Background: an optimization exercise with open tools, aiming at a short achievable clock period and few clock cycles. Do not read the settings as production practice. The RTL was checked by simulation tests, not by an equivalence proof against the original design. Power is estimated from default activity; no workload was simulated.

==> design/flow/design.v <==
module multicycle_proc (
  input  logic        CLK,
  input  logic        Reset,
  input  logic [31:0] startPC,
  output logic        mem_req,
  output logic        mem_we,
  output logic [31:0] mem_addr,
  output logic [31:0] mem_wdata,
  input  logic [31:0] mem_rdata,
  input  logic        mem_ready,
  output logic [31:0] dmemOut,
  output logic        retire,
  output logic        halted
);
  localparam logic [1:0] OP_ADD = 2'd0, OP_AND = 2'd1, OP_OR = 2'd2, OP_SLT = 2'd3;
  logic        req_q, we_q, data_q;
  logic [31:0] addr_q, wdata_q, fpc_q;
  logic        d_valid;
  logic [31:0] d_ir, d_pc4;
  logic        e_valid, e_fwdA, e_fwdB, e_fwdS, e_sub, e_isBeq, e_pred, e_isLw, e_isSw;
  logic        e_wr, e_val, e_ill;
  logic [1:0]  e_op;
  logic [4:0]  e_dest;
  logic [31:0] e_opA, e_opB, e_sd, e_btgt;
  logic        m_valid, m_isLw, m_wr, m_val;
  logic [4:0]  m_dest;
  logic [31:0] m_res;
  logic        retire_q, halted_q;
  logic [31:0] dmemOut_q;
  logic [31:0] rf [1:31];
  logic stall_g, en;
  assign stall_g = req_q && !mem_ready;
  assign en      = !stall_g && !halted_q;
  logic [5:0]  opcode, funct;
  logic [4:0]  rs, rt, rd;
  logic        isR, rLegal, isAddi, isOri, isLw, isSw, isBeq, isJ, ill, beqSame;
  logic        usesRs, usesRt, wr, val, sub, useImm;
  logic [1:0]  op;
  logic [4:0]  dest;
  logic [31:0] imm, btgt, rsVal, rtVal, mWb;
  logic        stall_D, redirD;
  assign opcode  = d_ir[31:26];
  assign funct   = d_ir[5:0];
  assign rs      = d_ir[25:21];
  assign rt      = d_ir[20:16];
  assign rd      = d_ir[15:11];
  assign isR     = (opcode == 6'd0);
  assign rLegal  = (funct == 6'd32) || (funct == 6'd34) || (funct == 6'd36) ||
                   (funct == 6'd37) || (funct == 6'd42);
  assign isAddi  = (opcode == 6'd8);
  assign isOri   = (opcode == 6'd13);
  assign isLw    = (opcode == 6'd35);
  assign isSw    = (opcode == 6'd43);
  assign isBeq   = (opcode == 6'd4);
  assign isJ     = (opcode == 6'd2);
  assign ill     = !((isR && rLegal) || isAddi || isOri || isLw || isSw || isBeq || isJ);
  assign beqSame = isBeq && (rs == rt);
  assign usesRs  = (isR || isAddi || isOri || isLw || isSw || isBeq) && !beqSame;
  assign usesRt  = (isR || isSw || isBeq) && !beqSame;
  assign wr      = (isR && rLegal) || isAddi || isOri || isLw;
  assign val     = wr || isSw;
  assign dest    = isR ? rd : rt;
  assign sub     = isR && ((funct == 6'd34) || (funct == 6'd42));
  assign useImm  = !(isR || isBeq);
  assign imm     = isOri ? {16'h0000, d_ir[15:0]} : {{16{d_ir[15]}}, d_ir[15:0]};
  assign btgt    = d_pc4 + {{14{d_ir[15]}}, d_ir[15:0], 2'b00};
  always_comb begin
    op = OP_ADD;
    if (isR) begin
      case (funct)
        6'd36:   op = OP_AND;
        6'd37:   op = OP_OR;
        6'd42:   op = OP_SLT;
        default: op = OP_ADD;
      endcase
    end else if (isOri) begin
      op = OP_OR;
    end
  end
  assign mWb   = m_isLw ? mem_rdata : m_res;
  assign rsVal = (rs == 5'd0) ? 32'h0 : (m_valid && m_wr && (m_dest == rs)) ? mWb : rf[rs];
  assign rtVal = (rt == 5'd0) ? 32'h0 : (m_valid && m_wr && (m_dest == rt)) ? mWb : rf[rt];
  assign stall_D = d_valid && e_valid && e_isLw && (e_dest != 5'd0) &&
                   ((usesRs && (rs == e_dest)) || (usesRt && (rt == e_dest)));
  logic [31:0] aA, aB, aS, bx, sum, alu, res;
  logic        lt, eq, unal, e_halt, redirE, e_mem;
  assign aA  = e_fwdA ? m_res : e_opA;
  assign aB  = e_fwdB ? m_res : e_opB;
  assign aS  = e_fwdS ? m_res : e_sd;
  assign bx  = aB ^ {32{e_sub}};
  assign sum = aA + bx + {31'd0, e_sub};
  assign lt  = (aA[31] ^ aB[31]) ? aA[31] : sum[31];
  assign eq  = (aA == aB);
  always_comb begin
    case (e_op)
      OP_AND:  alu = aA & aB;
      OP_OR:   alu = aA | aB;
      OP_SLT:  alu = {31'd0, lt};
      default: alu = sum;
    endcase
  end
  assign res    = e_isSw ? aS : alu;
  assign e_mem  = e_isLw || e_isSw;
  assign unal   = e_mem && (sum[1:0] != 2'b00);
  assign e_halt = e_valid && (e_ill || unal);
  assign redirE = e_valid && e_isBeq && !e_pred && eq;
  assign redirD = d_valid && beqSame && !redirE;
  logic        fdone, accept, fIsJ;
  logic [31:0] fpc4, fpcNext;
  assign fdone  = req_q && !data_q;
  assign accept = fdone && !redirE && !redirD && !stall_D;
  assign fIsJ   = (mem_rdata[31:26] == 6'd2);
  assign fpc4   = fpc_q + 32'd4;
  always_comb begin
    if (redirE)              fpcNext = e_btgt;
    else if (redirD)         fpcNext = btgt;
    else if (accept && fIsJ) fpcNext = {fpc4[31:28], mem_rdata[25:0], 2'b00};
    else if (accept)         fpcNext = fpc4;
    else                     fpcNext = fpc_q;
  end
  always_ff @(posedge CLK) begin
    if (Reset) begin
      req_q    <= 1'b1;
      data_q   <= 1'b0;
      we_q     <= 1'b0;
      addr_q   <= startPC;
      wdata_q  <= '0;
      fpc_q    <= startPC;
      d_valid  <= 1'b0;
      e_valid  <= 1'b0;
      m_valid  <= 1'b0;
      halted_q <= 1'b0;
    end else if (en) begin
      fpc_q <= fpcNext;
      if (e_halt) begin
        req_q <= 1'b0;
        halted_q <= 1'b1;
      end else if (e_valid && e_mem) begin
        req_q   <= 1'b1;
        data_q  <= 1'b1;
        we_q    <= e_isSw;
        addr_q  <= sum;
        wdata_q <= aS;
      end else begin
        req_q   <= 1'b1;
        data_q  <= 1'b0;
        we_q    <= 1'b0;
        addr_q  <= fpcNext;
      end
      if (redirE)       d_valid <= 1'b0;
      else if (stall_D) d_valid <= 1'b1;
      else              d_valid <= accept;
      if (accept) begin
        d_ir  <= mem_rdata;
        d_pc4 <= fpc4;
      end
      e_valid <= d_valid && !stall_D && !redirE;
      e_fwdA  <= e_valid && e_wr && (e_dest == rs) && (rs != 5'd0);
      e_fwdB  <= e_valid && e_wr && (e_dest == rt) && (rt != 5'd0) && !useImm;
      e_fwdS  <= e_valid && e_wr && (e_dest == rt) && (rt != 5'd0);
      e_sub   <= sub;
      e_op    <= op;
      e_isBeq <= isBeq;
      e_pred  <= beqSame;
      e_isLw  <= isLw;
      e_isSw  <= isSw;
      e_wr    <= wr;
      e_val   <= val;
      e_ill   <= ill;
      e_dest  <= dest;
      e_opA   <= rsVal;
      e_opB   <= useImm ? imm : rtVal;
      e_sd    <= rtVal;
      e_btgt  <= btgt;
      m_valid <= e_valid && !e_halt;
      m_isLw  <= e_isLw;
      m_wr    <= e_wr;
      m_val   <= e_val;
      m_dest  <= e_dest;
      m_res   <= res;
    end
  end
  always_ff @(posedge CLK) begin
    if (Reset) begin
      retire_q  <= 1'b0;
      dmemOut_q <= '0;
      for (int i = 1; i < 32; i++) rf[i] <= '0;
    end else begin
      retire_q <= en && m_valid;
      if (en && m_valid) begin
        if (m_val) dmemOut_q <= mWb;
        if (m_wr && (m_dest != 5'd0)) rf[m_dest] <= mWb;
      end
    end
  end
  assign mem_req   = req_q;
  assign mem_we    = we_q;
  assign mem_addr  = addr_q;
  assign mem_wdata = wdata_q;
  assign dmemOut   = dmemOut_q;
  assign retire    = retire_q;
  assign halted    = halted_q;
endmodule
==> design/flow/run.sh <==
#!/bin/bash
# synth_recipe.tcl (not shown) runs the flow's synth.tcl, then flattens the netlist and writes it again
# the make line also repeats each setting of config.mk as NAME=value (left out here)
make -C /OpenROAD-flow-scripts/flow DESIGN_CONFIG=/design/flow/config.mk WORK_HOME=/design/flow/orfs CLKGATE_MAP_FILE= SYNTH_SCRIPT=/design/flow/synth_recipe.tcl finish
==> design/flow/config.mk <==
export PLATFORM = sky130hd
export DESIGN_NAME = multicycle_proc
export DESIGN_NICKNAME = multicycle_proc
export VERILOG_FILES = /design/flow/design.v
export SDC_FILE = /design/flow/constraint.sdc
export NUM_CORES = 4
export LEC_CHECK = 0
export CAP_MARGIN = 20
export CORE_MARGIN = 2
export CORE_UTILIZATION = 40
export SLEW_MARGIN = 20
==> design/flow/constraint.sdc <==
create_clock -name core_clock -period 6.5 [get_ports {CLK}]
set_input_delay 1.3000 -clock core_clock [delete_from_list [all_inputs] [get_ports {CLK}]]
set_output_delay 1.3000 -clock core_clock [all_outputs]
set_load 0.01 [all_outputs]
==> results.ini <==
[sta]
rsz0062_at_grt = no
final_hold_viol_count = 0
fmax_ghz = 0.188
final-setup-viol-count = 0
slew_violations = 0
min_period_over_period = 0.819
tightest_slew_ns = 1.14
fin_crit_ns = 5.32
timing.slew.headroom = 0.238
skew_ns = 0.0387
layout_setup_ws_ns = 1.18
fin_setup_tns_ns = 0
holdWs_ns = 0.426

[clock_network]
cts_resized = 0
cts_tree = built
cts.clk_slew.worst_paths_ns = 0.06
htreeDepth = 4
clk_latency_ns = 0.84
clock_sinks = 1415
cts_root_buf = clkbuf_16
cts_setup_buffers = 0
cts_hold_buf = 0
cts_buffer_depth = 3
cts_buffers = 152

[critical_path]
crit_slowest_cell = edfxtp_1
rr_startpoint = e_fwdB
required_ns = 7.05
crit_path_start_kind = register
cpPeakStageDelay_ns = 0.86
crit_buf_inv = 1
cp_cell_sequence = buf_4, mux2i_1, xnor2_1, ha_1, a21oi_1, o311ai_0, nor3b_1, nand3b_1, nand2_1, o31ai_1, o21ai_0, xor2_1, a2111oi_0, a211oi_1
worstSetupPathType = register to register
startpoint = e_fwdB
critPathTopFamily = compound AO/OA/AOI/OAI gates
r2r_slack_ns = 1.18
endpoint_kind = register
arrival_ns = 5.87
worstPathMaxFanout = 15

[routing]
viasPerCell = 6.21
antenna_left = 0
avgRoutedWirePerCell_um = 30.6
routed_wl_um = 251000
route.detailed.drc = 0
dr.pass1.iters = 5
num_vias = 50900
drt_iter0_markers = 6404

[logic_synthesis]
synthMuxAreaShare = 0.222
synth-xor-area-share = 0.0168
yosysTopAreaCell = edfxtp_1
synthArstFlopShare = 0
synth-compound-area-share = 0.0581
ys_types = 96
synth-edff-count = 1338
postSynthCellCount = 5541
synth_area_leaders = edfxtp_1 (53%), mux4_2 (19%), nor2_1 (6.4%), mux2i_1 (2.7%), dfxtp_1 (2.1%)
synth_seq_area_share = 0.555
synth_fa_ha_area_frac = 0.0212
synth_simple_gate_area_frac = 0.0941
postSynthAreaPerCell_um2 = 13.6
synth_top_family_by_area = multiplexers
synth_area_um2 = 75100
synthFlopType = edfxtp_1
ys_warn_count = 1
synth_top_area_frac = 0.535
yosys_register_bits = 1415

[worst_hold_path]
hold_class = register to register
hp-start = e_val

[global_route]
grt_usage = 0.260
overflow = 0
grt_max_degree = 164
grt_pass1_wl_um = 361000
antenna_found_initial = 3
grt_pass1_vias = 50400

[power_and_ir_drop]
power.density_nw_per_um2 = 285
ir_worst_vdd_v = 0.000196
leakagePower_uw = 0.0308

[placed_design]
placed_cells = 7905
gp_congestion = 0.910
post-place-ws_ns = 1.30
hpwl_um = 160000
io_buffers = 166

[outcome]
status = finished clean

[floorplanning]
start_util = 0.401
die-width_um = 437
io_pins = 167
rows = 159
die_y_um = 437
dieArea_um2 = 191000
fp.coreArea_um2 = 187000

[job]
drv_cap = 0

[layout]
instances_no_fill = 8186
drive_gt1_frac = 0.217
fillerInstances = 16400
area_delta_synth_final_pct = 13.7
nNetsFinal = 5757

## cell type report
type | instances | area (um2) | share of cell area
well taps | 2495 | 3120 | 0.0366
multi-input cells | 3531 | 31700 | 0.371
diodes | 2 | 5.00 | 0.0000586
clock inverters | 82 | 881 | 0.0103
inverters | 125 | 474 | 0.00555
flip-flops and latches | 1415 | 41700 | 0.489
clock buffers | 196 | 4130 | 0.0484
repair buffers | 340 | 3330 | 0.0390
## metal layers
metal / GRT usage / vias up / wire length, um
met5: 0 / - / 0
met4: 0.0954 / 0 / 9970
met3: 0.0470 / 516 / 22800
met2: 0.435 / 2922 / 123000
met1: 0.337 / 26300 / 95100
li1: - / 21100 / -
## metrics by stage
stage / utilization / power (uW) / cell area [um2]
4_1_cts: 0.456 / 24300 / 85400
3_3_place_gp: 0.428 / 15500 / 80100
5_1_grt: 0.456 / 25000 / 85400
6_report: 0.456 / 24300 / 85400
3_5_place_dp: 0.429 / 15500 / 80300
2_1_floorplan: - / 13800 / 75300
## synthesized netlist by cell type, drive strengths merged, types with 9 or more instances
| cell type | number |
|---|---|
| edfxtp | 1338 |
| nor2 | 1274 |
| mux4 | 623 |
| clkbuf | 399 |
| nand2 | 222 |
| mux2i | 203 |
| a211oi | 165 |
| a21oi | 142 |
| inv | 124 |
| ha | 123 |
| buf | 102 |
| xnor2 | 93 |
| dfxtp | 77 |
| o21ai | 72 |
| mux2 | 53 |
| xor2 | 51 |
| nand3 | 38 |
| nor3 | 37 |
| a221oi | 33 |
| a21o | 31 |
| nor2b | 25 |
| nand4 | 22 |
| and3 | 21 |
| a21bo | 19 |
| a31oi | 19 |
| nor4 | 18 |
| nand2b | 13 |
| a22oi | 12 |
| o211ai | 12 |
| o21a | 12 |
| o21bai | 10 |
| and2 | 9 |
| o31ai | 9 |
## sequential cells by signal, indices dropped and copies added (netlist names), 32 cells and up, named ones only
signal / count
addr_q: 32
rf: 1024
fpc_q: 32
d_pc4: 32
e_btgt: 32
m_res: 32
wdata_q: 32
e_sd: 32
e_opB: 32
dmemOut_q: 32
e_opA: 32
d_ir: 32
## path summary, 6_finish.rpt
path / depth (start not counted) / to
setup / recovery: 14 / m_res[29]
hold / removal: 0 / m_val
setup reg to reg: 14 / m_res[29]
hold reg to reg: 0 / m_val
## power by group
part	switching (uW)	internal [uW]
Clock	3830	5080
Combinational	2650	1840
Sequential	402	10500
## placed cells by master (no fill, tap or decap), types with 57 or more instances in the layout
cell,count
mux4_2,623
a21oi_1,142
inv_1,120
xnor2_1,93
nand2_1,164
nor2_1,1267
nand2_2,57
ha_1,123
buf_4,150
a211oi_1,165
o21ai_0,69
clkbuf_16,155
clkdlybuf4s50_1,165
dfxtp_1,72
edfxtp_1,1338
mux2i_1,170
## logic make-up after synthesis
group / after synthesis
simple gates: 1724
flops: 1415
mux: 879
compound gates: 626
buf+inv: 626
xor+xnor: 144
fa+ha+maj: 126
other cells: 1
Testbench counts, summed over its fixed seeds: cycles 11,539.

[re-timing with driven ports]
Ports are ideal in the flow. The routed layout listed here was re-timed in OpenROAD.
Step 1 (the two cells are an assumption about what drives the block):
set clk [get_ports {CLK}]
set_driving_cell -lib_cell sky130_fd_sc_hd__clkbuf_16 $clk
set_driving_cell -lib_cell sky130_fd_sc_hd__buf_2 [delete_from_list [all_inputs] $clk]
Step 2 times the ports against the registers' clock, not the clock port: input delays grow and output delays shrink by t, the midpoint of the rising clock arrivals with the driver on.
Three values: ideal ports, drivers, drivers and shift; two values: the first two.
shift t [ns]: 0.908
setup slack, ns: 1.178 / 1.178 / 1.178
worst hold slack (ns): 0.426 / 0.426 / 0.426
After both steps this run still meets setup and hold. The setup slack of this run moves by 0.000 ns with the drivers and by 0.000 ns with both steps.
